From an optimization exercise on the open Yosys and OpenROAD flow, aimed at small area, a short achievable clock period and few clock cycles; shortcuts taken in it are not production practice. Where RTL was checked, it was by simulation tests only, not by an equivalence proof against the original. Only the layout flow was run in runs 4 to 6; the RTL was not checked for function there. Power and IR drop assume default switching activity.

===== design/flow/flow/run.sh =====
#!/bin/bash
# Layout flow: the standard ORFS flow, with synthesis changed only in its
# technology mapping: no adder extraction (ADDER_MAP_FILE empty) and an
# area-oriented ABC script for the combinational logic, then ABC gate sizing. Registers, their
# names and cell types are as the standard synthesis makes them. The port
# buffers are buf_4 instead of the flow's pick. One tie cell drives all the
# constant outputs.
set -euo pipefail
HERE=$(pwd)
FLOW_DIR=$HERE/flow

# The read mux (from the address inputs to the read data register) is mapped
# on its own for depth first, as the address arrives late in the cycle; the
# rest of the logic is mapped for area.
cat > $HERE/own_synth.tcl <<'TCL'
proc abc {args} {
  set i [lsearch -exact $args -script]
  set stop ":-sky130_fd_sc_hd__dfxtp_1:-sky130_fd_sc_hd__edfxtp_1"
  yosys select -set rdmux i:adr %co*$stop c:rdat* %ci1 %ci*$stop %i {t:$_*} %i
  yosys tee -q -o $::env(OWN_FLOW_DIR)/../rdmux_cells.txt select -list @rdmux
  set fast $args
  lset fast [expr { $i + 1 }] $::env(OWN_FLOW_DIR)/abc_fast.script
  yosys abc {*}$fast @rdmux
  lset args [expr { $i + 1 }] $::env(OWN_FLOW_DIR)/abc_area.script
  yosys abc {*}$args
}
TCL
echo "source $HERE/synth_recipe.tcl" >> $HERE/own_synth.tcl
export OWN_FLOW_DIR=$FLOW_DIR

sed -e "s#SYNTH_SCRIPT=[^ ]*#SYNTH_SCRIPT=$HERE/own_synth.tcl ADDER_MAP_FILE= SKIP_REPAIR_TIE_FANOUT=1 SYNTH_INSBUF=0 BUFFER_PORTS_ARGS='-buffer_cell sky130_fd_sc_hd__buf_4'#" standard.sh > $HERE/own_standard.sh
grep -q "own_synth.tcl" $HERE/own_standard.sh

bash $HERE/own_standard.sh finish > $HERE/make_finish.log 2>&1

===== design/flow/flow/abc_area.script =====
strash
&get -n
&fraig -x
&put
scorr
dc2
balance -l
resub -K 6 -l
rewrite -l
resub -K 6 -N 2 -l
refactor -l
resub -K 8 -l
balance -l
resub -K 8 -N 2 -l
rewrite -l
resub -K 10 -l
rewrite -z -l
resub -K 10 -N 2 -l
balance -l
resub -K 12 -l
refactor -z -l
resub -K 12 -N 2 -l
rewrite -z -l
balance -l
strash
dch -f
amap
topo
stime -c
upsize -c
dnsize -c

===== design/flow/flow/abc_fast.script =====
strash
&get -n
&fraig -x
&put
scorr
dc2
strash
&get -n
&dch -f
&if -g -K 6
&synch2
&nf
&put

===== design/flow/standard.sh =====
#!/bin/bash
# synth_recipe.tcl (not shown) runs the flow's synth.tcl, then flattens the netlist and writes it again
# the make line also repeats each setting of config.mk as NAME=value (left out here)
make -C /OpenROAD-flow-scripts/flow DESIGN_CONFIG=/design/flow/config.mk WORK_HOME=/design/flow/orfs CLKGATE_MAP_FILE= SYNTH_SCRIPT=/design/flow/synth_recipe.tcl "${@:-finish}"

===== design/flow/config.mk =====
export PLATFORM = sky130hd
export DESIGN_NAME = g2048_top
export DESIGN_NICKNAME = g2048_top
export VERILOG_FILES = /design/flow/design.v
export SDC_FILE = /design/flow/constraint.sdc
export NUM_CORES = 8
export LEC_CHECK = 0
export CAP_MARGIN = 20
export CORE_MARGIN = 2
export CORE_UTILIZATION = 40
export CTS_BUF_LIST = sky130_fd_sc_hd__clkbuf_4 sky130_fd_sc_hd__clkbuf_8
export SLEW_MARGIN = 20

===== design/flow/constraint.sdc =====
create_clock -name core_clock -period 30.0 [get_ports {clk}]
set_input_delay 6.0000 -clock core_clock [delete_from_list [all_inputs] [get_ports {clk}]]
set_output_delay 6.0000 -clock core_clock [all_outputs]
set_load 0.01 [all_outputs]

===== design/flow/design.v =====
function automatic [3:0] board_index(input [1:0] dir, input integer k, input integer i);
	integer r;
	integer c;
	integer idx;
	begin
		case (dir)
			2'd0: begin
				r = k;
				c = i;
			end
			2'd1: begin
				r = k;
				c = 4 - 1 - i;
			end
			2'd2: begin
				r = i;
				c = k;
			end
			default: begin  
				r = 4 - 1 - i;
				c = k;
			end
		endcase
		idx = r * 4 + c;
		board_index = idx[3:0];
	end
endfunction
module line_merge (input [15:0] line_in, output logic [15:0] line_out, output logic changed);
	logic [3:0] a0,a1,a2,a3,p0,p1,p2,p3;
	logic z0,z1,z2,z3;
	logic e01,e12,e23,m0,m1,m2;
	logic [3:0] t0,t1,t2,t3;   
	logic w0,w1,w2;            
	function automatic [3:0] inc(input [3:0] x);
		inc = {x[3]^(x[2]&x[1]&x[0]), x[2]^(x[1]&x[0]), x[1]^x[0], ~x[0]};
	endfunction
	always_comb begin
		{a3,a2,a1,a0} = line_in;
		z0 = a0==0; z1 = a1==0; z2 = a2==0; z3 = a3==0;
		p0 = !z0 ? a0 : !z1 ? a1 : !z2 ? a2 : a3;
		case ({z0,z1})
			2'b00: p1 = a1;
			2'b01, 2'b10: p1 = !z2 ? a2 : a3;
			default: p1 = a3;  
		endcase
		if ({z0,z1} == 2'b11) p1 = (!z2) ? a3 : 4'd0;
		p2 = (!z0 && !z1 && !z2) ? a2 : ((z0 + z1 + z2) == 1 ? a3 : 4'd0);
		if ((z0 + z1 + z2) == 1 && z3) p2 = 0;
		p3 = (!z0 && !z1 && !z2) ? a3 : 4'd0;
		if (!(!z0 && !z1 && !z2 && !z3)) p3 = 0;
		e01 = p0 == p1 && p1 != 0;
		e12 = p1 == p2 && p2 != 0;
		e23 = p2 == p3 && p3 != 0;
		m0 = e01;
		m1 = !m0 && e12;
		m2 = !m1 && e23;
		if (m0) begin
			t0 = inc(p0); w0 = p0 == 15;
			t1 = m2 ? inc(p2) : p2; w1 = m2 && p2 == 15;
			t2 = m2 ? 4'd0 : p3; w2 = 0;
			t3 = 0;
		end else if (m1) begin
			t0 = p0; w0 = 0;
			t1 = inc(p1); w1 = p1 == 15;
			t2 = p3; w2 = 0;
			t3 = 0;
		end else begin
			t0 = p0; w0 = 0;
			t1 = p1; w1 = 0;
			t2 = m2 ? inc(p2) : p2; w2 = m2 && p2 == 15;
			t3 = m2 ? 4'd0 : p3;
		end
		line_out = {t3,t2,t1,t0};
		if (w0 && w1) line_out = {8'd0, t3, t2};
		else if (w0) line_out = {4'd0, t3, t2, t1};
		else if (w1) line_out = {4'd0, t3, t2, t0};
		else if (w2) line_out = {4'd0, t3, t1, t0};
		changed = (z0 && (!z1 || !z2 || !z3)) | (z1 && (!z2 || !z3)) | (z2 && !z3) | m0 | m1 | m2;
	end
endmodule
module g2048_top (
	input  logic        clk,
	input  logic        rst_n,
	input  logic        cyc,
	input  logic        stb,
	input  logic        we,
	input  logic [4:0]  adr,
	input  logic [31:0] dat_w,
	output logic [31:0] dat_r,
	output logic        ack
);
function automatic [3:0] board_index(input [1:0] dir, input integer k, input integer i);
	integer r;
	integer c;
	integer idx;
	begin
		case (dir)
			2'd0: begin
				r = k;
				c = i;
			end
			2'd1: begin
				r = k;
				c = 4 - 1 - i;
			end
			2'd2: begin
				r = i;
				c = k;
			end
			default: begin  
				r = 4 - 1 - i;
				c = k;
			end
		endcase
		idx = r * 4 + c;
		board_index = idx[3:0];
	end
endfunction
	logic [63:0] board;       
	logic [3:0]  lfsr;
	logic [3:0]  ph;          
	logic        pend;        
	logic [1:0]  dir;
	logic        chg;         
	logic [3:0]  rdat;
	logic        rst_q;       
	logic        wr_pend;     
	logic [3:0]  wr_adr;      
	logic        busy;
	logic        req;
	logic        wr_move;
	logic [15:0] wr_cell;     
	logic [3:0]  wr_dat;
	logic [15:0] line;        
	logic [15:0] merged;
	logic        changed;
	logic [63:0] shifted;
	logic [3:0]  lfsr_next;
	logic [15:0] put;
	logic [63:0] cur;         
	logic        win;
	logic        lose;
	logic [3:0]  rd_data;
	assign busy    = |ph;
	assign req     = cyc && stb && !ack && !busy && !rst_q;
	assign wr_move = req && we && (adr == 5'd16);
	always_comb begin
		for (int i = 0; i < 4; i++)
			line[4*i +: 4] = board[4*board_index(dir, 0, i) +: 4];
	end
	line_merge u_merge (
		.line_in  (line),
		.line_out (merged),
		.changed  (changed)
	);
	always_comb begin
		for (int r = 0; r < 4; r++)
			for (int c = 0; c < 4; c++)
				if (!dir[1]) begin
					if (r < 3)
						shifted[4*(4*r + c) +: 4] = board[4*(4*(r + 1) + c) +: 4];
					else if (dir[0])
						shifted[4*(4*r + c) +: 4] = merged[4*(3 - c) +: 4];
					else
						shifted[4*(4*r + c) +: 4] = merged[4*c +: 4];
				end else begin
					if (c < 3)
						shifted[4*(4*r + c) +: 4] = board[4*(4*r + c + 1) +: 4];
					else if (dir[0])
						shifted[4*(4*r + c) +: 4] = merged[4*(3 - r) +: 4];
					else
						shifted[4*(4*r + c) +: 4] = merged[4*r +: 4];
				end
	end
	assign lfsr_next = {lfsr[2:0], lfsr[3] ^ lfsr[2]};
	always_comb begin
		logic [15:0] empty;
		logic [15:0] upper;
		logic [15:0] pu;
		logic [15:0] pe;
		logic        any_upper;
		for (int j = 0; j < 16; j++) begin
			empty[j] = (board[4*j +: 4] == 4'd0);
			upper[j] = empty[j] && (j >= lfsr_next);
		end
		pu[0] = 1'b0;
		pe[0] = 1'b0;
		for (int j = 1; j < 16; j++) begin
			pu[j] = pu[j-1] | upper[j-1];
			pe[j] = pe[j-1] | empty[j-1];
		end
		any_upper = pu[15] | upper[15];
		for (int j = 0; j < 16; j++)
			put[j] = pend && chg && (any_upper ? (upper[j] && !pu[j]) : (empty[j] && !pe[j]));
		cur = board;
		for (int j = 0; j < 16; j++)
			cur[4*j] = board[4*j] | put[j];
	end
	always_comb begin
		logic full;
		logic pair;
		win  = 1'b0;
		full = 1'b1;
		pair = 1'b0;
		for (int q = 0; q < 16; q++) begin
			if (cur[4*q +: 4] == 4'd0) full = 1'b0;
			if (cur[4*q +: 4] == 11) win = 1'b1;
		end
		for (int r = 0; r < 4; r++)
			for (int c = 0; c < 3; c++)
				if (cur[4*(4*r + c) +: 4] == cur[4*(4*r + c + 1) +: 4]) pair = 1'b1;
		for (int r = 0; r < 3; r++)
			for (int c = 0; c < 4; c++)
				if (cur[4*(4*r + c) +: 4] == cur[4*(4*r + c + 4) +: 4]) pair = 1'b1;
		lose = full && !pair;
	end
	always_comb begin
		logic [3:0] rowv [4];
		logic [3:0] cellv;
		logic [3:0] stv;
		for (int r = 0; r < 4; r++)
			rowv[r] = adr[1] ? (adr[0] ? cur[4*(4*r + 3) +: 4] : cur[4*(4*r + 2) +: 4])
			                 : (adr[0] ? cur[4*(4*r + 1) +: 4] : cur[4*(4*r) +: 4]);
		cellv   = adr[3] ? (adr[2] ? rowv[3] : rowv[2]) : (adr[2] ? rowv[1] : rowv[0]);
		stv     = (adr[3:0] == 5'd17 - 5'd16) ? {1'b0, lose, win, busy} : 4'd0;
		rd_data = adr[4] ? stv : cellv;
	end
	always_comb begin
		for (int j = 0; j < 16; j++)
			wr_cell[j] = rst_q || (wr_pend && (wr_adr == j));
		wr_dat = rst_q ? 4'd0 : dat_w[3:0];
	end
	always_ff @(posedge clk) begin
		for (int j = 0; j < 16; j++)
			if (wr_cell[j])
				board[4*j +: 4] <= wr_dat;
			else if (busy)
				board[4*j +: 4] <= shifted[4*j +: 4];
			else
				board[4*j +: 4] <= cur[4*j +: 4];
	end
	always_ff @(posedge clk) begin
		if (!rst_n)
			ack <= 1'b0;
		else
			ack <= req;
		rst_q   <= !rst_n;
		wr_pend <= rst_n && req && we && !adr[4];
		wr_adr  <= adr[3:0];
	end
	always_ff @(posedge clk) begin
		if (rst_q) begin
			ph   <= 4'd0;
			pend <= 1'b0;
			lfsr <= 4'b1001;
		end else begin
			ph   <= {ph[2:0], wr_move};
			pend <= ph[3];
			if (pend && chg)
				lfsr <= lfsr_next;
		end
	end
	always_ff @(posedge clk) begin
		if (!busy)
			dir <= dat_w[1:0];
		chg  <= busy && ((!ph[0] && chg) || changed);
		rdat <= rd_data;
	end
	assign dat_r = {28'd0, rdat};
endmodule

==> results.txt, run 1 <==
Final Setup Violations 0; WP data arrival ~7.8 ns; fraction of final layout cells sized beyond drive strength 1 0.0859; Area after DPL roughly 0.0081 sq mm; Final Critical Period 7.45 ns; Die Y-Extent about 140 um; vias per inst roughly 7.3; Slowest cell on crit path or4_1; area share of the largest cell type after synthesis 0.197; Root Buffer Master clkbuf_8; FMAX between 100 and 150 MHz; vias in the first global route approximately 8,400; worst hold slack between 0.4 and 0.5 ns; Lkg Pwr between 0.002 and 0.003 uW; Post-Synthesis Cell Area approximately 0.0076 sq mm; Post-synth EDFFs 50; global-route usage over all layers 0.337; io pins 75; syn_area_per_cell approximately 7.8 sq um; Setup TNS Final 0 ns; CP peak stage delay a little over 0.6 ns; Synth Flop Type edfxtp_1; Die Span X 142 um; CP Launch Type flop; Port Buf Inserts 18; cell mode on critical path nor2_1; Max Buffers Root-to-Sink 2; global route total overflow 0; first-pass GRT wire length just over 50,000 um; status timing/DRC/antenna clean; most instantiated cells after synthesis nor2_1 (156), clkinv_1 (125), o22ai_1 (87); Worst Skew between 0.015 and 0.02 ns; hold-fix buffers at CTS 0; initial antenna violation count 0; H-tree depth 3; drt initial violations between 1,000 and 1,500; Die ar. ~0.020 sq mm; Final Hold Vio Count 0; Worst Tran Pin Value just under 1 ns; fin crit share 0.248; post-DP HPWL between 20,000 and 25,000 um; Synth warnings 3; clock sinks 87; Max IR drop VDD 0.0285 mV; DRC errors left 0; synthesized flop and latch total 87; most frequent cell after synthesis nor2_1; Core Area approximately 0.019 sq mm; fin util 0.444; P per Cell Area around 38 mW/mm^2; fill count between 1,500 and 2,000; clk slew on worst S/H paths about 0.1 ns; crit end category flop; register area share after synthesis 0.295; asr flop ratio synth 0; CTS buffer count 9; area leader, netlist edfxtp_1; WP data required 30.30 ns; Design Power between 300 and 400 uW; critical path class reg2reg; Avg WL per Cell about 27 um; Setup Buffers After CTS 0; max cap viols 0; final wirelength about 34,000 um; router iterations before antenna repair 7; GPL Wtd Cong ~1.0; via count between 9,000 and 10,000; # diodes 0; cells after synthesis about 970; CTS resizes 0; antenna violation net count after detailed routing 0; Netlist cell types 61; Max Transition Viols Final 0; slew margin rel. 0.352; final net count 1,050; CTS tree yes; # rows 50; worst skew pair latency ~0.4 ns; final instance area 0.00830 sq mm; initial core utilization 0.407; pin count of the biggest net entering global routing 81; Area contributors post-synth edfxtp_1 (20%), dfxtp_1 (9.7%), nor2_1 (7.7%); Worst Hold Class reg2reg; RSZ-0062 raised after global routing no; Layout area overhead 9.07%; worst-path fanout max 12
[stage by stage]
| stage | setup slack, ns | cells |
|---|---|---|
| floorplan | 23.02 | 973 |
| global placement | 22.51 | 1231 |
| detailed placement | 22.53 | 1231 |
| CTS | 22.79 | 1247 |
| global route | 21.88 | 1247 |
| finish | 22.55 | 1247 |
[layer usage]
| metal | vias to the layer above | routed length, um | track usage |
|---|---|---|---|
| met1 | 4298 | 13900 | 0.473 |
| li1 | 4015 | - | - |
| met4 | 0 | 1580 | 0.148 |
| met5 | - | 0 | 0 |
| met2 | 700 | 14300 | 0.494 |
| met3 | 116 | 4170 | 0.0787 |
[state kept, by name, summed over array words and instances (netlist names)]
signal   count
board       64
lfsr         4
ph           4
rdat         4
wr_adr       4
dir          2
ack          1
chg          1
pend         1
rst_q        1
wr_pend      1
[cells by family after synthesis]
| family | after synthesis | share of synthesized area |
|---|---|---|
| AOI/OAI and AO/OA | 380 | 0.368 |
| buffers and inverters | 142 | 0.0736 |
| DFF | 87 | 0.295 |
| muxes | 22 | 0.0490 |
| other | 1 | 0.000493 |
| and+or+nand+nor | 341 | 0.214 |
[cell type report]
class | count | area, sq um | area share
inverters | 142 | 561 | 0.0675
clock inverters | 7 | 87.6 | 0.0105
clock buffers | 9 | 124 | 0.0149
well taps | 234 | 293 | 0.0353
multi-input cells | 744 | 4820 | 0.580
flip-flops and latches | 87 | 2240 | 0.270
repair buffers | 24 | 180 | 0.0217
[critical path, delay by kind of cell, from the launching register on]
| kind | cells | cell delay, ns |
|---|---|---|
| AOI/OAI and AO/OA | 10 | 1.80 |
| buffers and inverters | 5 | 1.26 |
| DFF | 1 | 0.42 |
| and+or+nand+nor | 17 | 3.88 |
[power breakdown]
group          leakage (uW)  switching (uW)  internal [uW]
registers          0.000818            9.34            129
logic               0.00162            59.2           28.2
clock network      0.000109            52.3           40.7
[cells in the final DEF (no fill, tap or decap), types with 9 or more instances in the layout]
cell type and count:
o22a_1 10, a221oi_1 40, dfxtp_1 37, a21oi_1 22
mux4_2 12, clkbuf_8 9, edfxtp_1 50, o221ai_1 47
a222oi_1 9, nand2_1 48, nand3_1 11, buf_4 24
nor3_1 25, o21ai_0 62, or3_1 14, o22ai_1 87
o32ai_1 22, a2111o_1 19, nor2_1 156, nor4_1 39
a31oi_1 9, inv_2 14, o21ai_1 12, clkinv_1 125
[final timing paths]
| kind | cells past startpoint | slack (ns) | end | from |
|---|---|---|---|---|
| setup reg to reg | 32 | 22.55 | rdat[2] | lfsr[2] |
| setup / recovery | 32 | 22.55 | rdat[2] | lfsr[2] |
| hold / removal | 2 | 0.47 | ph[1] | ph[0] |
| hold reg to reg | 2 | 0.47 | ph[1] | ph[0] |
Testbench counts, summed over its fixed seeds: cycles 70,728.
==> inputs of run 2 (changes only) <==
--- a/design/flow/config.mk
+++ b/design/flow/config.mk
@@ -7,6 +7,7 @@
 export LEC_CHECK = 0
 export CAP_MARGIN = 20
 export CORE_MARGIN = 2
-export CORE_UTILIZATION = 40
+export CORE_UTILIZATION = 55
 export CTS_BUF_LIST = sky130_fd_sc_hd__clkbuf_4 sky130_fd_sc_hd__clkbuf_8
+export PLACE_DENSITY = 0.7
 export SLEW_MARGIN = 20
==> run 2 against run 1 <==
Against the previous run:
- first-iteration DRC count increased by 31%
- sequential power about the same
- highest routed layer unchanged
- critical path depth unchanged
- clock skew decreased by 0.0079 ns
- setup slack got worse by 0.064 ns
- utilization up 17 points
- area after synthesis stayed put
- still clean on timing, DRC and antenna
- clock-buffer cell count rose by 2
- largest power group unchanged
- cell area is 1.1% lower
- flip-flop and latch count is the same
==> results.txt, run 2 <==
Worst Hold Class reg2reg; R2R Path Start lfsr[2]; WP data arrival roughly 7.8 ns; fin crit share 0.251; Post-synth EDFFs 50; Worst Skew 0.00960 ns; Die ar. ~0.015 sq mm; Die Span X ~120 um; Core Area about 0.013 sq mm; asr flop ratio synth 0; Root Buffer Master clkbuf_8; Design Power about 310 uW; Worst R2R Path Depth 32; CP endpoint rdat[2]; Top reg by flops board; synthesized flop and latch total 87; FMAX between 100 and 150 MHz; Setup TNS Final 0 ns; antenna violation net count after detailed routing 0; CP peak stage delay about 0.6 ns; io pins 75; most frequent cell after synthesis nor2_1; RSZ-0062 raised after global routing no; fraction of final layout cells sized beyond drive strength 1 0.0850; register area share after synthesis 0.295; GPL Wtd Cong 1.05; global route total overflow 0; Port Buf Inserts 18; crit end category flop; Die Y-Extent between 100 and 150 um; max FFs per register between 60 and 70; commonest non-fill, non-tap cell in the layout nor2_1; syn_area_per_cell about 7.8 sq um; Layout area overhead 7.82%; P per Cell Area between 30 and 40 mW/mm^2; clk slew on worst S/H paths roughly 0.09 ns; CP Launch Type flop; cell mode on critical path nor2_1; Worst setup startpoint lfsr[2]; Worst Tran Pin Value between 0.9 and 1 ns; Area contributors post-synth edfxtp_1 (20%), dfxtp_1 (9.7%), nor2_1 (7.7%); status timing/DRC/antenna clean; H-tree depth 3; R2R Path End rdat[2]; Slowest cell on crit path or4_1; Synth Flop Type edfxtp_1; area share of the largest cell type after synthesis 0.197; CTS buffer count 9; cells after synthesis just under 1,000; most frequent cells in the layout nor2_1 (156), clkinv_1 (125), o22ai_1 (87), o21ai_0 (62), edfxtp_1 (50); post-DP HPWL approximately 22,000 um; Final Critical Period 7.52 ns; initial antenna violation count 0; Max Buffers Root-to-Sink 2; initial core utilization 0.568; Final Hold Vio Count 0; final net count between 1,000 and 1,500; critical path class reg2reg; Setup Buffers After CTS 0; CTS tree yes; first-pass GRT wire length 47,900 um; Avg WL per Cell 26.5 um; # diodes 0; vias per inst between 7 and 8; Netlist cell types between 60 and 70; DRC errors left 0; WP data required 30.33 ns; final wirelength 31,500 um; Max IR drop VDD between 0.04 and 0.05 mV; router iterations before antenna repair 7; CTS resizes 0; pin count of the biggest net entering global routing ~80; max cap viols 0; Lkg Pwr 0.00253 uW; clock sinks 87; vias in the first global route 8,215; global-route usage over all layers 0.428; Max Transition Viols Final 0; via count 9,100; hold-fix buffers at CTS 0; worst-path fanout max 12; worst skew pair latency 0.39 ns; most instantiated cells after synthesis nor2_1 (156), clkinv_1 (125), o22ai_1 (87); slew margin rel. 0.391; Post-Synthesis Cell Area between 0.007 and 0.008 sq mm; Final Setup Violations 0; area leader, netlist edfxtp_1; # rows 42; drt initial violations roughly 1,800; reg2reg setup slack ~22 ns; Synth warnings 3
## run 2: cell counts after synthesis
Identical to the previous run, type by type.
## run 2: cells by family after synthesis
| logic type | Yosys count | synth area share |
|---|---|---|
| other | 1 | 0.000493 |
| AOI/OAI and AO/OA | 380 | 0.368 |
| DFF | 87 | 0.295 |
| muxes | 22 | 0.0490 |
| buffers and inverters | 142 | 0.0736 |
| and+or+nand+nor | 341 | 0.214 |
## run 2: power by group
| part | switching, uW | internal (uW) | leakage [uW] |
|---|---|---|---|
| logic | 59.1 | 28.1 | 0.00161 |
| registers | 9.20 | 129 | 0.000818 |
| clock network | 46.5 | 40.6 | 0.000101 |
| total | 115 | 198 | 0.00253 |
## run 2: worst min-delay path by stage
stage	cells after the start	end	slack (ns)	from
finish	1	ph[2]	0.49	ph[1]
global route	1	ph[2]	0.50	ph[1]
CTS	1	ph[2]	0.49	ph[1]
detailed placement	1	ph[2]	0.48	ph[1]
global placement	1	ph[2]	0.47	ph[1]
floorplan	2	ph[1]	0.41	ph[0]
## run 2: per-stage QoR
step                hold slack, ns   util  setup slack (ns)  cells  instance area (sq um)
floorplan                    0.409      -             23.02    973                   7610
CTS                          0.492  0.613             22.90   1188                   8210
detailed placement           0.475  0.598             22.50   1172                   8010
finish                       0.494  0.613             22.48   1188                   8210
global placement             0.475  0.598             22.50   1172                   8010
global route                 0.503  0.613             22.06   1188                   8210
## run 2: layout make-up
type | instances | area (sq um)
clock buffer | 11 | 139
clock inverter | 5 | 57.6
fill | 1290 | 5190
inverter | 142 | 561
multi-input combinational | 744 | 4820
sequential | 87 | 2240
tap | 176 | 220
timing repair buffer | 23 | 173
## run 2: routing by layer
layer,global-route usage,wire [um],up-vias
li1,-,-,4022
met1,0.599,12200,4139
met2,0.608,12700,781
met3,0.128,4710,158
met4,0.193,1820,0
met5,0,0,-
## run 2: critical path, delay by kind of cell, from the launching register on
kind | cells | cell delay (ns)
flip-flops | 1 | 0.45
AND/OR/NAND/NOR | 17 | 3.96
AO/OA/AOI/OAI | 10 | 1.67
buffers and inverters | 5 | 1.34
==> inputs of run 3 (changes only) <==
--- a/design/flow/flow/run.sh
+++ b/design/flow/flow/run.sh
@@ -20,7 +20,7 @@
   yosys tee -q -o $::env(OWN_FLOW_DIR)/../rdmux_cells.txt select -list @rdmux
   set fast $args
   lset fast [expr { $i + 1 }] $::env(OWN_FLOW_DIR)/abc_fast.script
-  yosys abc {*}$fast @rdmux
+  yosys abc {*}$fast -dont_use sky130_fd_sc_hd__mux4_1 -dont_use sky130_fd_sc_hd__mux4_2 -dont_use sky130_fd_sc_hd__mux4_4 @rdmux
   lset args [expr { $i + 1 }] $::env(OWN_FLOW_DIR)/abc_area.script
   yosys abc {*}$args
 }
==> design/flow/flow/abc_fast.script (replaced) <==
strash
&get -n
&fraig -x
&put
scorr
dc2
strash
&get -n
&dch -f
&if -g -K 6
&synch2
&nf
&put
topo
stime -c
buffer -c
upsize -c
dnsize -c
--- a/design/flow/config.mk
+++ b/design/flow/config.mk
@@ -7,7 +7,6 @@
 export LEC_CHECK = 0
 export CAP_MARGIN = 20
 export CORE_MARGIN = 2
-export CORE_UTILIZATION = 55
+export CORE_UTILIZATION = 40
 export CTS_BUF_LIST = sky130_fd_sc_hd__clkbuf_4 sky130_fd_sc_hd__clkbuf_8
-export PLACE_DENSITY = 0.7
 export SLEW_MARGIN = 20
==> run 3 against run 2 <==
Against the previous run:
- total power up 1.3%
- via count up 1.4%
- cell area up 2.9%
- fmax up 2.9%
- global-route usage down 11 points
- non-clock buffer count unchanged
- routed wire length up 5.7%
- setup slack better by 0.21 ns
- cell count up 9.6%
- register-to-register slack better by 0.21 ns
- clock-buffer cell count down 1
==> results.txt, run 3 <==
CTS resizes 0; commonest non-fill, non-tap cell in the layout nor2_1; clk slew on worst S/H paths roughly 0.1 ns; hold-fix buffers at CTS 0; Die ar. about 0.021 sq mm; Post-Synthesis Cell Area 0.00782 sq mm; RSZ-0062 raised after global routing no; DRC errors left 0; Port Buf Inserts 18; Top Usage Layer GRT met2; Worst Hold Class reg2reg; clock sinks 87; crit end category flop; global-route usage over all layers 0.321; Synth Flop Type edfxtp_1; CP Launch Type flop; antenna violation net count after detailed routing 0; H-tree depth 3; Final Setup Violations 0; post-DP HPWL 24,100 um; Final Critical Period between 7 and 8 ns; Max Buffers Root-to-Sink 2; Worst Tran Pin Value approximately 1.1 ns; Die Span X roughly 140 um; CTS tree yes; met2 Usage GRT 0.461; Final Hold Vio Count 0; Post-synth EDFFs 50; Max IR drop VDD 0.0262 mV; Top reg by flops board; most frequent cells in the layout nor2_1 (155), clkinv_1 (123), o22ai_1 (90), o21ai_0 (64), edfxtp_1 (50); worst hold slack 0.482 ns; CP peak stage delay roughly 0.57 ns; worst skew pair latency approximately 0.40 ns; largest family of logic cells by synthesized area compound AO/OA/AOI/OAI gates; P per Cell Area between 30 and 40 mW/mm^2; Setup Buffers After CTS 0; asr flop ratio synth 0; Slowest cell on crit path or4_1; FF+latch area roughly 0.0022 sq mm; synthesized flop and latch total 87; Core Area around 0.019 sq mm; syn_area_per_cell about 8 sq um; met1 usage 0.442; vias in the first global route around 8,300; Max Transition Viols Final 0; final wirelength 33,300 um; FMAX 137 MHz; status timing/DRC/antenna clean; global route total overflow 0; Synth warnings 3; Setup TNS Final 0 ns; Die Y-Extent ~140 um; vias per inst between 7 and 8; fraction of final layout cells sized beyond drive strength 1 0.0820; area share of the largest cell type after synthesis 0.192; # rows 51; Netlist cell types 66; most frequent cell after synthesis nor2_1; mux share of post-synthesis cell area 0.0512; Avg WL per Cell approximately 26 um; # diodes 0; via count roughly 9,200; area leader, netlist edfxtp_1; Layout area overhead 8.10%; initial antenna violation count 1; fill count between 2,000 and 2,500; multi-input combinational cell area ~0.0049 sq mm; WP data required just over 30 ns; first-pass GRT wire length about 50,000 um; router iterations before antenna repair 8; adder-cell share of the synthesized area 0; most instantiated cells after synthesis nor2_1 (156), clkinv_1 (123), o22ai_1 (90); Area contributors post-synth edfxtp_1 (19%), dfxtp_1 (9.5%), nor2_1 (7.5%); drt initial violations roughly 1,400; slew margin rel. 0.293; WP data arrival around 7.6 ns; pin count of the biggest net entering global routing slightly above 80; Synth Area in XOR/XNOR 0; max FFs per register between 60 and 70; max cap viols 0; final net count roughly 1,100; simple-gate portion of the synthesized area 0.214; Lkg Pwr approximately 0.0026 uW; met3 Use GR 0.0926; Synth Area in Compound Gates 0.365; Root Buffer Master clkbuf_8; fin crit share 0.243; cells after synthesis ~1,000; register area share after synthesis 0.287; initial core utilization 0.404; GPL Wtd Cong between 1 and 1.5; Worst Skew 0.0111 ns; cell mode on critical path nor2_1; worst-path fanout max 12; CTS buffer count 9; critical path class reg2reg; io pins 75
[run 3: cell types whose count changed after synthesis, sizes merged, moves of 3 or more]
cell   before  now
mux4       12    0
mux2i       8   34
buf         0    7
mux2        2    5
o22ai      88   91
[run 3: layout make-up]
class | instances | area share
Sequential cell | 87 | 0.265
Timing Repair Buffer | 23 | 0.0204
Clock inverter | 5 | 0.00785
Tap cell | 265 | 0.0392
Multi-Input combinational cell | 770 | 0.584
Inverter | 142 | 0.0663
Clock buffer | 10 | 0.0163
[run 3: logic make-up (layout without fill, tap and decap cells)]
family,after synthesis,count (layout)
buf+inv,149,180
compound gates,385,385
flops,87,87
mux,39,39
simple gates,345,345
other cells,1,1
[run 3: metal layers]
| metal | share of wire | routed length [um] |
|---|---|---|
| met3 | 0.12 | 4070 |
| met2 | 0.41 | 13700 |
| met4 | 0.048 | 1600 |
| met1 | 0.42 | 13800 |
| met5 | 0.00051 | 17 |
[run 3: worst paths after layout]
| path | startpoint | to | slack (ns) | cells past startpoint |
|---|---|---|---|---|
| max | lfsr[2] | rdat[2] | 22.70 | 32 |
| min | ph[2] | ph[3] | 0.48 | 1 |
| max reg2reg | lfsr[2] | rdat[2] | 22.70 | 32 |
| min reg2reg | ph[2] | ph[3] | 0.48 | 1 |
[run 3: worst max-delay path: cells and delay by family (launching register included)]
family | cells | cell delay, ns
DFF | 1 | 0.41
and+or+nand+nor | 17 | 3.97
buffers and inverters | 5 | 1.23
AOI/OAI and AO/OA | 10 | 1.61
[run 3: through the flow]
stage | worst slack (ns) | cells | total power, uW | instance area (sq um) | utilization
2_1_floorplan | 23.03 | 1006 | 199 | 7820 | -
3_3_place_gp | 22.68 | 1287 | 224 | 8240 | 0.426
3_5_place_dp | 22.70 | 1287 | 224 | 8240 | 0.426
4_1_cts | 23.02 | 1302 | 313 | 8440 | 0.437
5_1_grt | 21.98 | 1302 | 329 | 8450 | 0.437
6_report | 22.70 | 1302 | 317 | 8450 | 0.437
[run 3: power breakdown]
| part | internal, uW | leakage, uW | switching, uW | total, uW |
|---|---|---|---|---|
| logic | 28.4 | 0.00171 | 58.4 | 86.7 |
| registers | 129 | 0.000818 | 9.38 | 139 |
| clock network | 41.4 | 0.000101 | 50.1 | 91.5 |
| total | 199 | 0.00263 | 118 | 317 |
==> inputs of run 4 (changes only) <==
--- a/design/flow/design.v
+++ b/design/flow/design.v
@@ -121,6 +121,7 @@
 	logic [3:0]  ph;          
 	logic        pend;        
 	logic [1:0]  dir;
+	logic [3:0]  dsel;        
 	logic        chg;         
 	logic [3:0]  rdat;
 	logic        rst_q;       
@@ -146,7 +147,10 @@
 	assign wr_move = req && we && (adr == 5'd16);
 	always_comb begin
 		for (int i = 0; i < 4; i++)
-			line[4*i +: 4] = board[4*board_index(dir, 0, i) +: 4];
+			line[4*i +: 4] = ({4{dsel[0]}} & board[4*board_index(2'd0, 0, i) +: 4])
+			               | ({4{dsel[1]}} & board[4*board_index(2'd1, 0, i) +: 4])
+			               | ({4{dsel[2]}} & board[4*board_index(2'd2, 0, i) +: 4])
+			               | ({4{dsel[3]}} & board[4*board_index(2'd3, 0, i) +: 4]);
 	end
 	line_merge u_merge (
 		.line_in  (line),
@@ -261,8 +265,10 @@
 		end
 	end
 	always_ff @(posedge clk) begin
-		if (!busy)
-			dir <= dat_w[1:0];
+		if (!busy) begin
+			dir  <= dat_w[1:0];
+			dsel <= 4'd1 << dat_w[1:0];
+		end
 		chg  <= busy && ((!ph[0] && chg) || changed);
 		rdat <= rd_data;
 	end
==> design/flow/flow/run.sh (replaced) <==
#!/bin/bash
# Layout flow: the standard ORFS flow, with synthesis changed only in its
# technology mapping: no adder extraction (ADDER_MAP_FILE empty) and an
# area-oriented ABC script for the combinational logic. Registers, their
# names and cell types are as the standard synthesis makes them. The port
# buffers are buf_2 instead of the flow's pick.
set -euo pipefail
HERE=$(pwd)
FLOW_DIR=$HERE/flow

# The read mux (from the address inputs to the read data register) is mapped
# on its own for depth first, as the address arrives late in the cycle; the
# rest of the logic is mapped for area.
cat > $HERE/own_synth.tcl <<'TCL'
proc abc {args} {
  set i [lsearch -exact $args -script]
  set stop ":-sky130_fd_sc_hd__dfxtp_1:-sky130_fd_sc_hd__edfxtp_1"
  yosys select -set rdmux i:adr %co*$stop c:rdat* %ci1 %ci*$stop %i {t:$_*} %i
  yosys tee -q -o $::env(OWN_FLOW_DIR)/../rdmux_cells.txt select -list @rdmux
  set fast $args
  lset fast [expr { $i + 1 }] $::env(OWN_FLOW_DIR)/abc_fast.script
  yosys abc {*}$fast @rdmux
  lset args [expr { $i + 1 }] $::env(OWN_FLOW_DIR)/abc_area.script
  yosys abc {*}$args
}
TCL
echo "source $HERE/synth_recipe.tcl" >> $HERE/own_synth.tcl
export OWN_FLOW_DIR=$FLOW_DIR

sed -e "s#SYNTH_SCRIPT=[^ ]*#SYNTH_SCRIPT=$HERE/own_synth.tcl ADDER_MAP_FILE= BUFFER_PORTS_ARGS='-buffer_cell sky130_fd_sc_hd__buf_2'#" standard.sh > $HERE/own_standard.sh
grep -q "own_synth.tcl" $HERE/own_standard.sh

bash $HERE/own_standard.sh finish > $HERE/make_finish.log 2>&1
==> design/flow/flow/abc_area.script (replaced) <==
strash
&get -n
&fraig -x
&put
scorr
dc2
dretime
strash
&get -n
&dch -f
&nf -R 1000
&put
==> design/flow/flow/abc_fast.script (replaced) <==
strash
&get -n
&fraig -x
&put
scorr
dc2
strash
&get -n
&dch -f
&if -g -K 6
&synch2
&nf
&put
--- a/design/flow/config.mk
+++ b/design/flow/config.mk
@@ -8,5 +8,4 @@
 export CAP_MARGIN = 20
 export CORE_MARGIN = 2
 export CORE_UTILIZATION = 40
-export CTS_BUF_LIST = sky130_fd_sc_hd__clkbuf_4 sky130_fd_sc_hd__clkbuf_8
 export SLEW_MARGIN = 20
==> run 4 against run 3 <==
Against the previous run:
- clock skew fell by 0.0044 ns
- largest power group unchanged
- largest cell class unchanged
- routed wire length decreased by 11%
- area after synthesis rose by 4.2%
- first-iteration DRC count fell by 28%
- hold slack got worse by 0.0012 ns
- sequential share of layout area increased by 0.21 points
- fmax is 1.5% lower
- clock power rose by 22%
- cell count down 1.1%
- highest routed layer is now met4
- clock-buffer cell count is 1 higher
- die area is 4.1% higher
- non-clock buffer count grew 7
==> results.txt, run 4 <==
status timing/DRC/antenna clean; Area after DPL ~0.0086 sq mm; Worst Tran Pin Value 1.11 ns; global route total overflow 0; most frequent cells in the layout nand2_1 (108), o21ai_0 (72), nor2_1 (66), xor2_1 (66), edfxtp_1 (54); Die ar. 0.0215 sq mm; slew margin rel. 0.242; clk slew on worst S/H paths around 0.070 ns; Max Buffers Root-to-Sink 2; Synth Flop Type edfxtp_1; Die Y-Extent around 150 um; Layout area overhead 8.42%; Setup TNS Final 0 ns; hold-fix buffers at CTS 0; max FFs per register 64; crit end category flop; FMAX roughly 130 MHz; # rows between 50 and 60; most frequent cell after synthesis nand2_1; area share of the largest cell type after synthesis 0.199; worst-path fanout max 22; Slowest cell on crit path mux4_2; Setup Buffers After CTS 0; CTS buffer count 9; initial core utilization 0.405; P per Cell Area 38.7 mW/mm^2; max cap viols 0; met3 Use GR 0.0584; Area contributors post-synth edfxtp_1 (20%), dfxtp_1 (9.1%), xor2_1 (7.1%); cells after synthesis 973; commonest non-fill, non-tap cell in the layout nand2_1; # diodes 0; met2 Usage GRT 0.434; synthesized flop and latch total 91; worst skew pair latency approximately 0.36 ns; Top reg by flops board; area leader, netlist edfxtp_1; Synth warnings 3; CP peak stage delay 0.59 ns; WP data required 30.22 ns; Worst Hold Class reg2reg; clock sinks 91; Post-Synthesis Cell Area 0.00815 sq mm; syn_area_per_cell approximately 8.4 sq um; pin count of the biggest net entering global routing 67; CP Launch Type input port; WP data arrival around 7.6 ns; final wirelength 29,700 um; Lkg Pwr roughly 0.0031 uW; cell mode on critical path a211oi_1; Final Critical Period between 7 and 8 ns; DRC errors left 0; fraction of final layout cells sized beyond drive strength 1 0.0550; drt initial violations 1,029; most instantiated cells after synthesis nand2_1 (108), o21ai_0 (72), nor2_1 (66), xor2_1 (66), edfxtp_1 (54); first-pass GRT wire length around 46,000 um; io pins 75; RSZ-0062 raised after global routing no; register area share after synthesis 0.290; Top delay family on crit path multiplexers; fin crit share 0.247; met1 usage 0.370; Die Span X about 150 um; Avg WL per Cell 23.0 um; H-tree depth 3; Core Area 0.0201 sq mm; Root Buffer Master clkbuf_16; Max IR drop VDD roughly 0.027 mV; final instance area around 0.009 sq mm; Max Transition Viols Final 0; global-route usage over all layers 0.274; Netlist cell types 57; Final Hold Vio Count 0; critical path class in2reg; GPL Wtd Cong a little under 1; CP Buf/Inv Count 1; antenna violation net count after detailed routing 0; asr flop ratio synth 0; vias per inst ~6.5; initial antenna violation count 0; Top Usage Layer GRT met2; Final Setup Violations 0; Worst Skew roughly 0.0067 ns; via count 8,339; vias in the first global route just under 8,000; Post-synth EDFFs 54; router iterations before antenna repair 8; Critical Path, Cell by Cell buf_2 > mux4_2 > nor2b_1 > a211oi_1 > a211oi_1; final net count around 1,100; post-DP HPWL between 20,000 and 25,000 um; CTS tree yes; Port Buf Inserts 18; CTS resizes 0
-- run 4: cell count changes after synthesis, moves of 19 or more --
cell | previous run | this run
a2111o_1 | 19 | 0
xnor2_1 | 0 | 37
a221oi_1 | 40 | 8
buf_4 | 0 | 28
nor2_1 | 156 | 66
nand2b_1 | 5 | 24
clkinv_1 | 123 | 34
nand2_1 | 46 | 108
o22ai_1 | 90 | 24
o221ai_1 | 47 | 6
a21oi_1 | 22 | 46
xor2_1 | 0 | 66
-- run 4: path summary, 6_finish.rpt --
check | start | to | slack [ns] | depth (start not counted)
setup / recovery | adr[0] | rdat[3] | 22.59 | 5
hold / removal | ph[2] | ph[3] | 0.48 | 1
setup reg to reg | board[17] | board[29] | 23.33 | 22
hold reg to reg | ph[2] | ph[3] | 0.48 | 1
-- run 4: kinds of logic after synthesis --
group,count (synthesis),share of synthesized area
and+or+nand+nor,395,0.251
AOI/OAI and AO/OA,260,0.212
xor gates and xnor gates,103,0.111
DFF,91,0.290
buffers and inverters,62,0.0415
muxes,61,0.0942
other,1,0.000460
-- run 4: worst reg2reg max path: stages (launching register included) --
cell and delay (ns):
edfxtp_1 0.62, a222oi_1 0.44, nand2_1 0.19, nor4_1 0.52, and2_0 0.37, nor2_1 0.12, and2_0 0.19, a221oi_1 0.58
xnor2_1 0.18, o21ai_0 0.09, or4_1 0.74, nand2b_1 0.21, nand2_1 0.12, nor3_1 0.31, nand2_1 0.15, nor2_1 0.12
o21ai_0 0.09, nand2b_1 0.27, mux2_1 0.39, o21ai_0 0.37, nand2_1 0.10, o211ai_1 0.11, o21ai_0 0.10
-- run 4: area by class of cell --
| cell class | count | area (sq um) |
|---|---|---|
| clock buffer | 11 | 233 |
| clock inverter | 5 | 37.5 |
| fill | 2037 | 11300 |
| inverter | 34 | 128 |
| multi-input combinational | 847 | 5550 |
| sequential | 91 | 2360 |
| tap | 270 | 338 |
| timing repair buffer | 30 | 180 |
-- run 4: routing by layer --
| layer | part of all wire | wire, um |
|---|---|---|
| met1 | 0.42 | 12400 |
| met5 | 0 | 0 |
| met2 | 0.45 | 13300 |
| met4 | 0.035 | 1030 |
| met3 | 0.10 | 2980 |
-- run 4: metrics by stage --
| step | setup WS (ns) | hold WS (ns) | util | cells | total power [uW] |
|---|---|---|---|---|---|
| CTS | 22.59 | 0.481 | 0.439 | 1288 | 339 |
| global route | 22.46 | 0.494 | 0.439 | 1288 | 356 |
| floorplan | 23.00 | 0.438 | - | 1000 | 207 |
| global placement | 22.20 | 0.463 | 0.426 | 1272 | 230 |
| finish | 22.59 | 0.480 | 0.439 | 1288 | 342 |
| detailed placement | 22.23 | 0.471 | 0.426 | 1272 | 230 |
-- run 4: power breakdown --
group	total, uW	internal (uW)	switching [uW]
combinational	82.5	29.7	52.8
clock	112	56.8	54.9
sequential	148	136	11.7
==> inputs of run 5 (changes only) <==
--- a/design/flow/flow/run.sh
+++ b/design/flow/flow/run.sh
@@ -1,7 +1,7 @@
 #!/bin/bash
 # Layout flow: the standard ORFS flow, with synthesis changed only in its
 # technology mapping: no adder extraction (ADDER_MAP_FILE empty) and an
-# area-oriented ABC script for the combinational logic. Registers, their
+# area-oriented ABC script for the combinational logic, then ABC gate sizing. Registers, their
 # names and cell types are as the standard synthesis makes them. The port
 # buffers are buf_2 instead of the flow's pick.
 set -euo pipefail
==> design/flow/flow/abc_area.script (replaced) <==
strash
&get -n
&fraig -x
&put
scorr
dc2
dretime
strash
&get -n
&dch -f
&nf -R 1000
&put
topo
stime -c
upsize -c
dnsize -c
==> run 5 against run 4 <==
Against the previous run:
- synthesized cell count is the same
- sequential share of layout area decreased by 0.57 points
- combinational power rose by 7.2%
- first-iteration DRC count is 4.0% lower
- area after synthesis rose by 2.4%
- clock-buffer cell count fell by 2
- global-route usage rose by 0.29 points
- cell area increased by 2.2%
- hold slack better by 0.018 ns
- non-clock buffer count decreased by 4
- cell count fell by 0.31%
- via count up 0.11%
==> results.txt, run 5 <==
Max Transition Viols Final 0; WP data required 30.21 ns; Die ar. approximately 0.022 sq mm; Lkg Pwr around 0.0031 uW; CP Launch Type input port; Worst setup startpoint adr[0]; GPL Wtd Cong between 0.9 and 1; DRC errors left 0; Avg WL per Cell ~24 um; Post-Synthesis Cell Area ~0.0083 sq mm; pin count of the biggest net entering global routing 68; final instance area around 0.009 sq mm; hold path startpoint ph[1]; most frequent cells in the layout nand2_1 (106), xor2_1 (66), nor2_1 (63), o21ai_0 (55), edfxtp_1 (54); # diodes 0; Synth warnings 3; R2R Path Start board[7]; WP data arrival 7.68 ns; global route total overflow 0; clock sinks 91; Port Buf Inserts 18; worst-path fanout max 22; Area after DPL roughly 0.0087 sq mm; Final Critical Period 7.47 ns; # rows 52; initial core utilization 0.409; Layout area overhead 8.22%; CTS resizes 0; Worst Tran Pin Value around 1.2 ns; Die Span X 148 um; Setup Buffers After CTS 0; area leader, netlist edfxtp_1; drt initial violations about 1,000; io pins 75; status timing/DRC/antenna clean; Synth Flop Type edfxtp_1; CTS buffer count 9; Setup TNS Final 0 ns; asr flop ratio synth 0; most frequent cell after synthesis nand2_1; hold-fix buffers at CTS 0; Netlist cell types 81; Post-synth EDFFs 54; CTS tree yes; vias in the first global route approximately 7,900; Max Buffers Root-to-Sink 2; Worst Skew 0.0113 ns; antenna violation net count after detailed routing 0; fraction of final layout cells sized beyond drive strength 1 0.0838; Final WS setup approximately 23 ns; initial antenna violation count 0; vias per inst about 6.5; P per Cell Area roughly 40 mW/mm^2; final wirelength 30,400 um; commonest non-fill, non-tap cell in the layout nand2_1; Root Buffer Master clkbuf_16; Area contributors post-synth edfxtp_1 (19%), dfxtp_1 (8.9%), xor2_1 (6.9%); dpl ws about 22 ns; clk slew on worst S/H paths around 0.08 ns; RSZ-0062 raised after global routing no; Final Setup Violations 0; slew margin rel. 0.223; syn_area_per_cell approximately 8.6 sq um; router iterations before antenna repair 5; final net count about 1,100; cells after synthesis 973; worst skew pair latency ~0.37 ns; via count roughly 8,300; register area share after synthesis 0.283; synthesized flop and latch total 91; fin crit share 0.249; crit end category flop; Final Hold Vio Count 0; Die Y-Extent roughly 150 um; Max IR drop VDD around 0.02 mV; critical path class in2reg; first-pass GRT wire length between 40,000 and 50,000 um; FMAX 134 MHz; post-DP HPWL 21,600 um; global-route usage over all layers 0.277; Core Area 0.0204 sq mm; H-tree depth 3; Top reg by flops board; most instantiated cells after synthesis nand2_1 (106), xor2_1 (66), nor2_1 (63); area share of the largest cell type after synthesis 0.195; max cap viols 0; max FFs per register 64; Design Power approximately 360 uW; Worst Hold Class reg2reg
==> run 5: changes by cell type after synthesis, sizes merged <==
cell    before  now
inv          0    4
clkinv      34   30
==> run 5: layout make-up <==
type / count / area, sq um
inverters: 34 / 128
clock inverters: 7 / 81.3
well taps: 270 / 338
repair buffers: 26 / 150
multi-input cells: 847 / 5740
clock buffers: 9 / 225
flip-flops and latches: 91 / 2360
fillers: 2086 / 11300
==> run 5: per-layer routing <==
metal  wire length (um)  part of all wire  up-vias  GRT usage
li1                   -                 -     3795          -
met5                  0                 0        -          0
met2              13700              0.45      454      0.440
met4                896             0.030        0     0.0924
met1              13000              0.43     4032      0.387
met3               2730             0.090       67     0.0423
==> run 5: critical path: stages <==
cell and delay, ns:
buf_2 0.54, mux4_2 0.61, a211oi_1 0.31, a32oi_1 0.20
==> run 5: worst paths after layout <==
kind / endpoint / slack (ns) / depth (start not counted)
worst max-delay path: rdat[1] / 22.53 / 4
worst min-delay path: ph[2] / 0.50 / 1
worst max register to register: rdat[2] / 24.09 / 21
worst min register to register: ph[2] / 0.50 / 1
==> run 5: cells by family after synthesis <==
| logic type | count (synthesis) | share of synthesized area |
|---|---|---|
| AOI/OAI and AO/OA | 260 | 0.215 |
| xor gates and xnor gates | 103 | 0.108 |
| buffers and inverters | 62 | 0.0405 |
| DFF | 91 | 0.283 |
| muxes | 61 | 0.0920 |
| other | 1 | 0.000450 |
| and+or+nand+nor | 395 | 0.261 |
==> run 5: report_power, final <==
part	internal [uW]	total, uW	switching (uW)	leakage (uW)
Combinational	32.4	88.4	56.0	0.00214
Sequential	136	148	12.3	0.000864
Clock	59.6	120	60.8	0.000150
==> run 5: through the flow <==
stage / hold slack, ns / utilization / instances
after floorplan: 0.480 / - / 1000
after global placement: 0.486 / 0.428 / 1268
after detailed placement: 0.489 / 0.428 / 1268
after CTS: 0.500 / 0.443 / 1284
after global routing: 0.514 / 0.443 / 1284
final: 0.498 / 0.443 / 1284
==> inputs of run 6 (changes only) <==
--- a/design/flow/design.v
+++ b/design/flow/design.v
@@ -118,10 +118,9 @@
 endfunction
 	logic [63:0] board;       
 	logic [3:0]  lfsr;
-	logic [3:0]  ph;          
+	logic [1:0]  ph;          
 	logic        pend;        
 	logic [1:0]  dir;
-	logic [3:0]  dsel;        
 	logic        chg;         
 	logic [3:0]  rdat;
 	logic        rst_q;       
@@ -132,9 +131,9 @@
 	logic        wr_move;
 	logic [15:0] wr_cell;     
 	logic [3:0]  wr_dat;
-	logic [15:0] line;        
-	logic [15:0] merged;
-	logic        changed;
+	logic [31:0] lines;       
+	logic [31:0] merged;
+	logic [1:0]  changed;
 	logic [63:0] shifted;
 	logic [3:0]  lfsr_next;
 	logic [15:0] put;
@@ -146,34 +145,34 @@
 	assign req     = cyc && stb && !ack && !busy && !rst_q;
 	assign wr_move = req && we && (adr == 5'd16);
 	always_comb begin
-		for (int i = 0; i < 4; i++)
-			line[4*i +: 4] = ({4{dsel[0]}} & board[4*board_index(2'd0, 0, i) +: 4])
-			               | ({4{dsel[1]}} & board[4*board_index(2'd1, 0, i) +: 4])
-			               | ({4{dsel[2]}} & board[4*board_index(2'd2, 0, i) +: 4])
-			               | ({4{dsel[3]}} & board[4*board_index(2'd3, 0, i) +: 4]);
-	end
-	line_merge u_merge (
-		.line_in  (line),
-		.line_out (merged),
-		.changed  (changed)
-	);
+		for (int u = 0; u < 2; u++)
+			for (int i = 0; i < 4; i++)
+				lines[16*u + 4*i +: 4] = board[4*board_index(dir, u, i) +: 4];
+	end
+	for (genvar g = 0; g < 2; g++) begin : g_line
+		line_merge u_merge (
+			.line_in  (lines[16*g +: 16]),
+			.line_out (merged[16*g +: 16]),
+			.changed  (changed[g])
+		);
+	end
 	always_comb begin
 		for (int r = 0; r < 4; r++)
 			for (int c = 0; c < 4; c++)
 				if (!dir[1]) begin
-					if (r < 3)
-						shifted[4*(4*r + c) +: 4] = board[4*(4*(r + 1) + c) +: 4];
+					if (r < 2)
+						shifted[4*(4*r + c) +: 4] = board[4*(4*(r + 2) + c) +: 4];
 					else if (dir[0])
-						shifted[4*(4*r + c) +: 4] = merged[4*(3 - c) +: 4];
+						shifted[4*(4*r + c) +: 4] = merged[16*(r - 2) + 4*(3 - c) +: 4];
 					else
-						shifted[4*(4*r + c) +: 4] = merged[4*c +: 4];
+						shifted[4*(4*r + c) +: 4] = merged[16*(r - 2) + 4*c +: 4];
 				end else begin
-					if (c < 3)
-						shifted[4*(4*r + c) +: 4] = board[4*(4*r + c + 1) +: 4];
+					if (c < 2)
+						shifted[4*(4*r + c) +: 4] = board[4*(4*r + c + 2) +: 4];
 					else if (dir[0])
-						shifted[4*(4*r + c) +: 4] = merged[4*(3 - r) +: 4];
+						shifted[4*(4*r + c) +: 4] = merged[16*(c - 2) + 4*(3 - r) +: 4];
 					else
-						shifted[4*(4*r + c) +: 4] = merged[4*r +: 4];
+						shifted[4*(4*r + c) +: 4] = merged[16*(c - 2) + 4*r +: 4];
 				end
 	end
 	assign lfsr_next = {lfsr[2:0], lfsr[3] ^ lfsr[2]};
@@ -254,22 +253,20 @@
 	end
 	always_ff @(posedge clk) begin
 		if (rst_q) begin
-			ph   <= 4'd0;
+			ph   <= 2'd0;
 			pend <= 1'b0;
 			lfsr <= 4'b1001;
 		end else begin
-			ph   <= {ph[2:0], wr_move};
-			pend <= ph[3];
+			ph   <= {ph[0], wr_move};
+			pend <= ph[1];
 			if (pend && chg)
 				lfsr <= lfsr_next;
 		end
 	end
 	always_ff @(posedge clk) begin
-		if (!busy) begin
-			dir  <= dat_w[1:0];
-			dsel <= 4'd1 << dat_w[1:0];
-		end
-		chg  <= busy && ((!ph[0] && chg) || changed);
+		if (!busy)
+			dir <= dat_w[1:0];
+		chg  <= busy && ((!ph[0] && chg) || (|changed));
 		rdat <= rd_data;
 	end
 	assign dat_r = {28'd0, rdat};
--- a/design/flow/flow/run.sh
+++ b/design/flow/flow/run.sh
@@ -3,7 +3,8 @@
 # technology mapping: no adder extraction (ADDER_MAP_FILE empty) and an
 # area-oriented ABC script for the combinational logic, then ABC gate sizing. Registers, their
 # names and cell types are as the standard synthesis makes them. The port
-# buffers are buf_2 instead of the flow's pick.
+# buffers are buf_4 instead of the flow's pick. One tie cell drives all the
+# constant outputs.
 set -euo pipefail
 HERE=$(pwd)
 FLOW_DIR=$HERE/flow
@@ -27,7 +28,7 @@
 echo "source $HERE/synth_recipe.tcl" >> $HERE/own_synth.tcl
 export OWN_FLOW_DIR=$FLOW_DIR
 
-sed -e "s#SYNTH_SCRIPT=[^ ]*#SYNTH_SCRIPT=$HERE/own_synth.tcl ADDER_MAP_FILE= BUFFER_PORTS_ARGS='-buffer_cell sky130_fd_sc_hd__buf_2'#" standard.sh > $HERE/own_standard.sh
+sed -e "s#SYNTH_SCRIPT=[^ ]*#SYNTH_SCRIPT=$HERE/own_synth.tcl ADDER_MAP_FILE= SKIP_REPAIR_TIE_FANOUT=1 SYNTH_INSBUF=0 BUFFER_PORTS_ARGS='-buffer_cell sky130_fd_sc_hd__buf_4'#" standard.sh > $HERE/own_standard.sh
 grep -q "own_synth.tcl" $HERE/own_standard.sh
 
 bash $HERE/own_standard.sh finish > $HERE/make_finish.log 2>&1
--- a/design/flow/config.mk
+++ b/design/flow/config.mk
@@ -8,4 +8,5 @@
 export CAP_MARGIN = 20
 export CORE_MARGIN = 2
 export CORE_UTILIZATION = 40
+export CTS_BUF_LIST = sky130_fd_sc_hd__clkbuf_4 sky130_fd_sc_hd__clkbuf_8
 export SLEW_MARGIN = 20
==> run 6 against run 5 <==
Against the previous run:
- still clean
- non-clock buffer count is 1 higher
- via count increased by 22%
- clock-buffer cell count rose by 1
- sequential share of layout area shrank 4.2 points
- fmax rose by 3.5%
- flip-flop and latch count shrank 6
- sequential power decreased by 7%
- setup slack better by 0.25 ns
- area after synthesis up 11%
- cell count up 18%
- cell area grew 11%
- largest power group is now combinational logic
==> results.txt, run 6 <==
status timing/DRC/antenna clean; CP Launch Type input port; # rows 55; vias in the first global route around 9,400; CTS buffer count 9; Final Hold Vio Count 0; CTS tree yes; dpl ws between 20 and 25 ns; H-tree depth 3; Synth warnings 3; final instance area 0.0100 sq mm; syn_area_per_cell a little under 8 sq um; commonest non-fill, non-tap cell in the layout nand2_1; Area contributors post-synth edfxtp_1 (16%), dfxtp_1 (7.6%), xnor2_1 (7.1%); asr flop ratio synth 0; fraction of final layout cells sized beyond drive strength 1 0.0764; Synth Flop Type edfxtp_1; CTS resizes 0; Netlist cell types 80; WP data required ~30 ns; initial core utilization 0.407; area leader, netlist edfxtp_1; FMAX around 140 MHz; router iterations before antenna repair 6; initial antenna violation count 0; clk slew on worst S/H paths around 0.10 ns; crit end category flop; clock sinks 85; fin crit share 0.241; antenna violation net count after detailed routing 0; Post-synth EDFFs 50; vias per inst between 6 and 7; Setup TNS Final 0 ns; WP data arrival 7.46 ns; most frequent cells in the layout nand2_1 (141), nor2_1 (140), o21ai_0 (88), xnor2_1 (75), a21oi_1 (74); GPL Wtd Cong approximately 1.0; Lkg Pwr between 0.003 and 0.004 uW; fill count around 2,300; global-route usage over all layers 0.300; global route total overflow 0; DRC errors left 0; Top reg by flops board; final wirelength 37,000 um; worst skew pair latency around 0.40 ns; Layout area overhead 8.56%; Max Transition Viols Final 0; via count 10,211; P per Cell Area 38.3 mW/mm^2; Worst Skew between 0.015 and 0.02 ns; Core Area approximately 0.023 sq mm; post-DP HPWL between 20,000 and 30,000 um; # diodes 0; Max IR drop VDD 0.0233 mV; Max Buffers Root-to-Sink 2; Die Span X about 160 um; synthesized flop and latch total 85; slew margin rel. 0.254; max FFs per register 64; Avg WL per Cell ~24 um; worst-path fanout max 22; critical path class in2reg; area share of the largest cell type after synthesis 0.163; Post-Synthesis Cell Area between 0.009 and 0.01 sq mm; io pins between 70 and 80; Port Buf Inserts 18; Final WS setup between 20 and 25 ns; Worst Hold Class reg2reg; most instantiated cells after synthesis nand2_1 (141), nor2_1 (140), o21ai_0 (88); first-pass GRT wire length ~56,000 um; Die Y-Extent 156 um; Die ar. 0.0243 sq mm; Final Setup Violations 0; RSZ-0062 raised after global routing no; Root Buffer Master clkbuf_8; final net count around 1,300; cells after synthesis between 1,000 and 1,500; hold-fix buffers at CTS 0; pin count of the biggest net entering global routing slightly above 90; Final Critical Period roughly 7.2 ns; max cap viols 0; drt initial violations ~1,400; Worst Tran Pin Value about 1.1 ns; Area after DPL 0.00978 sq mm; register area share after synthesis 0.239; most frequent cell after synthesis nand2_1; Setup Buffers After CTS 0
## run 6: cell types whose count changed after synthesis, sizes merged, moves of 28 or more
cell | before | now
nor2 | 66 | 144
xnor2 | 37 | 75
nand2 | 108 | 143
a21oi | 46 | 76
buf | 28 | 0
## run 6: per-stage QoR
stage,util,cells,power (uW),hold slack [ns]
global route,0.442,1516,401,0.503
global placement,0.432,1500,283,0.454
floorplan,-,1188,242,0.430
CTS,0.442,1516,380,0.470
finish,0.442,1516,383,0.469
detailed placement,0.432,1500,284,0.460
## run 6: cells by family after synthesis
family	count (synthesis)	share of synthesized area
muxes	59	0.0880
and+or+nand+nor	538	0.295
buffers and inverters	38	0.0212
DFF	85	0.239
AOI/OAI and AO/OA	353	0.249
xor gates and xnor gates	114	0.108
other	1	0.000407
## run 6: final timing paths
path,to,cells past startpoint,slack [ns],start
max,rdat[2],5,22.78,adr[0]
min,pend,1,0.47,ph[1]
max reg2reg,rdat[2],23,23.39,board[6]
min reg2reg,pend,1,0.47,ph[1]
## run 6: worst max-delay path: stages
cell     delay (ns)
buf_4          0.32
mux2_1         0.39
and3_1         0.19
nor4_1         0.31
a22oi_1        0.23
## run 6: cell type report
class / count / area (sq um) / share of cell area
well taps: 285 / 357 / 0.0356
inverters: 38 / 195 / 0.0195
clock inverters: 6 / 93.8 / 0.00937
multi-input cells: 1065 / 6830 / 0.682
flip-flops and latches: 85 / 2200 / 0.220
repair buffers: 27 / 203 / 0.0202
clock buffers: 10 / 131 / 0.0131
## run 6: where the power goes
group | total, uW | internal (uW) | switching, uW
registers | 138 | 127 | 11.8
clock network | 98.0 | 48.9 | 49.2
logic | 147 | 52.0 | 94.8
total | 383 | 227 | 156
## run 6: metal layers
| metal | vias up | global-route usage | share of wire |
|---|---|---|---|
| li1 | 4641 | - | - |
| met1 | 4882 | 0.419 | 0.42 |
| met2 | 585 | 0.461 | 0.43 |
| met3 | 103 | 0.0494 | 0.10 |
| met4 | 0 | 0.122 | 0.042 |
| met5 | - | 0 | 0 |

==> port drivers added, routing unchanged <==
No port has a modelled driver above. Below, the same layouts with a new extraction and two added sets of constraints. Step 1 (the two cells are an assumption about what drives the block):
set clk [get_ports {clk}]
set_driving_cell -lib_cell sky130_fd_sc_hd__clkbuf_16 $clk
set_driving_cell -lib_cell sky130_fd_sc_hd__buf_2 [delete_from_list [all_inputs] $clk]
Step 2, shift: input delay + t, output delay - t, t = (earliest + latest rising clock arrival at the registers) / 2. This alone moves slack from input paths to output paths. a / b / c = ideal / step 1 / step 2; a / b = the first two.
run	t (ns)	slack for setup (ns)	worst setup path after step 2
run 1	0.432	22.548 / 22.548 / 22.481	input to register
run 2	0.422	22.484 / 22.484 / 22.483	input to register
run 3	0.432	22.698 / 22.698 / 22.659	input to register
run 4	0.402	22.590 / 22.609 / 22.207	input to register
run 5	0.408	22.530 / 22.555 / 22.147	input to register
run 6	0.430	22.782 / 22.789 / 22.359	input to register
After both steps setup and hold are still met in every run listed. For run 6, which loses most, drivers alone change the setup slack by +0.007 ns; drivers and shift together by -0.423 ns.
